Background: an optimization exercise with open tools, aiming at small area, a short achievable clock period and few clock cycles. Do not read the settings as production practice.
Only simulation tests tie the RTL to the original design; equivalence was not proved.
Power and IR drop assume default switching activity.

// busDatapath
module busDatapath (
    input  logic                                  Clock,
    input  logic                                  rstN,
    input  logic                                  stepReq,
    output logic                                  stepAck,
    input  logic                                  PCout,
    input  logic                                  PCin,
    input  logic                                  IncPC,
    input  logic                                  MARin,
    input  logic                                  MDRin,
    input  logic                                  MDRout,
    input  logic                                  Read,
    input  logic                                  IRin,
    input  logic                                  Yin,
    input  logic                                  Zin,
    input  logic                                  Zhighout,
  ...
clock: 13.0 ns
lec_check: 0
cap_margin: 20
core_margin: 2
core_utilization: 40
slew_margin: 20
standard.sh (not shown) runs the stock make flow with config.mk's settings and CLKGATE_MAP_FILE= SYNTH_SCRIPT=/design/flow/synth_recipe.tcl, a recipe that flattens the netlist after the stock synthesis.
==> flow/flow/run.sh <==
#!/bin/bash
# The standard layout (standard.sh), with the extra make settings listed in
# flow/knobs.txt: the timing repair aims for extra setup slack, so that the
# tools keep shortening paths below the required period.
set -euo pipefail
cd "$(dirname "$0")/.."
args=()
while IFS= read -r line; do
    [[ -n "$line" && "$line" != \#* ]] && args+=("$line")
done < flow/knobs.txt
bash standard.sh "${args[@]}" finish > flow_make.log 2>&1
==> flow/flow/knobs.txt <==
SETUP_SLACK_MARGIN=9.0
CTS_ARGS=-sink_clustering_enable -repair_clock_nets -dont_use_dummy_load -sink_clustering_size 24 -sink_clustering_max_diameter 120
The first run finished clean.
Testbench counts at the start, summed over its fixed seeds: cycles 251,526.
Rerun with:
==> flow/flow/knobs.txt (replaced) <==
SETUP_SLACK_MARGIN=9.0
CTS_ARGS=-sink_clustering_enable -repair_clock_nets -dont_use_dummy_load
Effect:
- The new run finished clean
- wire length is higher by about 3%
- power is higher by 11%
- setup slack gets better by 68 ps
- flip-flop and latch count does not change
- area after synthesis does not change
- final area rose by about 3.6%
- fmax went up by 1.6%
Rerun with:
==> flow/flow/knobs.txt (replaced) <==
SETUP_SLACK_MARGIN=8.8
CTS_ARGS=-sink_clustering_enable -repair_clock_nets -dont_use_dummy_load -sink_clustering_size 27 -sink_clustering_max_diameter 140
Result: Global-route usage falls by 1.3 points. Cell count falls by a few percent. Die area stays the same. Cell area falls by a few percent. Clock-buffer cell count falls by 52. Sequential share of layout area rises by 3.4 points. Utilization falls by 3.0 points. Critical path depth falls by 2. Sequential power is about the same. Total power falls by roughly a tenth.
Rerun with:
==> flow/flow/knobs.txt (replaced) <==
SETUP_SLACK_MARGIN=8.8
CTS_ARGS=-sink_clustering_enable -repair_clock_nets -dont_use_dummy_load -sink_clustering_size 24 -sink_clustering_max_diameter 120
Final area stays flat.
Core utilization stays flat.
Worst setup slack improved by 120 ps.
Via count went up slightly.
Fmax went up by a few percent.
Register-to-register slack improved by 20 ps.
Sequential share of layout area stays flat.
Final cell count stays flat.
Rerun with:
--- a/flow/config.mk
+++ b/flow/config.mk
@@ -10,0 +11 @@
+export PLACE_DENSITY = 0.7
Result: Fmax goes down by a few percent; critical path depth goes up by 2; clock skew goes down by 20 ps.
Rerun with:
--- a/flow/flow/knobs.txt
+++ b/flow/flow/knobs.txt
@@ -1 +1 @@
-SETUP_SLACK_MARGIN=8.8
+SETUP_SLACK_MARGIN=8.7
--- a/flow/config.mk
+++ b/flow/config.mk
@@ -11 +10,0 @@
-export PLACE_DENSITY = 0.7
The changed run finished clean.
Setup slack improves by 63 ps.
Routed wire length went up by 4.8%.
Sequential power is about the same.
Utilization drops by 0.67 points.
Global-route usage goes up by 1.3 points.
Cell area drops by 1.4%.
Synthesized area stays the same.
Via count drops by 0.80%.
Combinational power stays flat.
Total power decreases by 0.50%.

busDatapath again, from the RTL that the note above started with.
clock: 13.0 ns
lec_check: 0
cap_margin: 20
core_margin: 2
core_utilization: 40
slew_margin: 20
==> flow/flow/knobs.txt <==
SETUP_SLACK_MARGIN=8.8
CTS_ARGS=-sink_clustering_enable -repair_clock_nets -dont_use_dummy_load -sink_clustering_size 30 -sink_clustering_max_diameter 150
Scripts as last shown in full above: flow/flow/run.sh
Testbench counts at the start, summed over its fixed seeds: cycles 251,526.
Edit:
==> flow/flow/run.sh (replaced) <==
#!/bin/bash
# Standard layout, with the timing repair aiming for extra setup slack so that
# the tools keep shortening paths below the required period.
set -euo pipefail
cd "$(dirname "$0")/.."
MARGIN=$(cat flow/margin.txt)
bash standard.sh SETUP_SLACK_MARGIN="$MARGIN" finish > flow_make.log 2>&1
==> flow/flow/margin.txt (new file) <==
9.0
removed: flow/flow/knobs.txt
The new run finished clean.
Synthesized cell count does not change.
Routed wire length goes up by about 0.56%.
Worst hold slack gets worse by 0.016 ns.
Worst setup slack gains 0.041 ns.
Cell area increases by about 6%.
First-iteration DRC count goes up by 21%.
Edit:
==> flow/flow/run.sh (replaced) <==
#!/bin/bash
# The standard layout (standard.sh), with the extra make settings listed in
# flow/knobs.txt: the timing repair aims for extra setup slack, so that the
# tools keep shortening paths below the required period.
set -euo pipefail
cd "$(dirname "$0")/.."
args=()
while IFS= read -r line; do
    [[ -n "$line" && "$line" != \#* ]] && args+=("$line")
done < flow/knobs.txt
bash standard.sh "${args[@]}" finish > flow_make.log 2>&1
==> flow/flow/knobs.txt (new file) <==
SETUP_SLACK_MARGIN=8.8
CTS_ARGS=-sink_clustering_enable -repair_clock_nets -dont_use_dummy_load -sink_clustering_size 24 -sink_clustering_max_diameter 120
TNS_END_PERCENT=30
removed: flow/flow/margin.txt
After rerunning:
- final area is lower by 4.9%
- total power is lower by 14%
- synthesized cell count stays the same
- die area does not change
- routed wire length is lower by 1.5%
- clock-buffer cell count is lower by 83
- worst setup slack degrades by 0.030 ns
- clock power is lower by 44%
- utilization is lower by 2.4 points

## re-timing with driven ports
The results above use ideal ports. As a check the final layouts listed here were re-extracted and re-timed, cells and wires unchanged. Step 1, drivers: a clkbuf_16 drives Clock and a buf_2 each remaining input, both assumed. Step 2, shift: input delay + t, output delay - t, t = (earliest + latest rising clock arrival at the registers) / 2. This alone moves slack from input paths to output paths. a / b / c = ideal ports / drivers / drivers and shift; a / b = the first two.
run	shift t [ns]	slack for setup (ns)	latest minus earliest clock arrival (ns)	pins driven straight from the clock port
the first run of note 1	0.665	8.651 / 8.678 / 8.013	0.077 / 0.077	1
the second run of note 1	0.689	8.719 / 8.744 / 8.055	0.063 / 0.064	1
the third run of note 1	0.657	8.575 / 8.605 / 7.949	0.034 / 0.035	1
the fourth run of note 1	0.653	8.694 / 8.725 / 8.071	0.063 / 0.063	1
the fifth run of note 1	0.656	8.578 / 8.564 / 7.908	0.049 / 0.050	1
the sixth run of note 1	0.652	8.641 / 8.665 / 8.015	0.108 / 0.109	1
the first run of note 2	0.661	8.651 / 8.685 / 8.024	0.062 / 0.062	1
the second run of note 2	0.714	8.692 / 8.721 / 8.007	0.031 / 0.032	1
the third run of note 2	0.666	8.662 / 8.593 / 8.027	0.075 / 0.076	1
After both steps setup and hold are still met in every run listed. The setup slack of the second run of note 2, which loses most, moves by +0.029 ns with the drivers and by -0.685 ns with both steps.
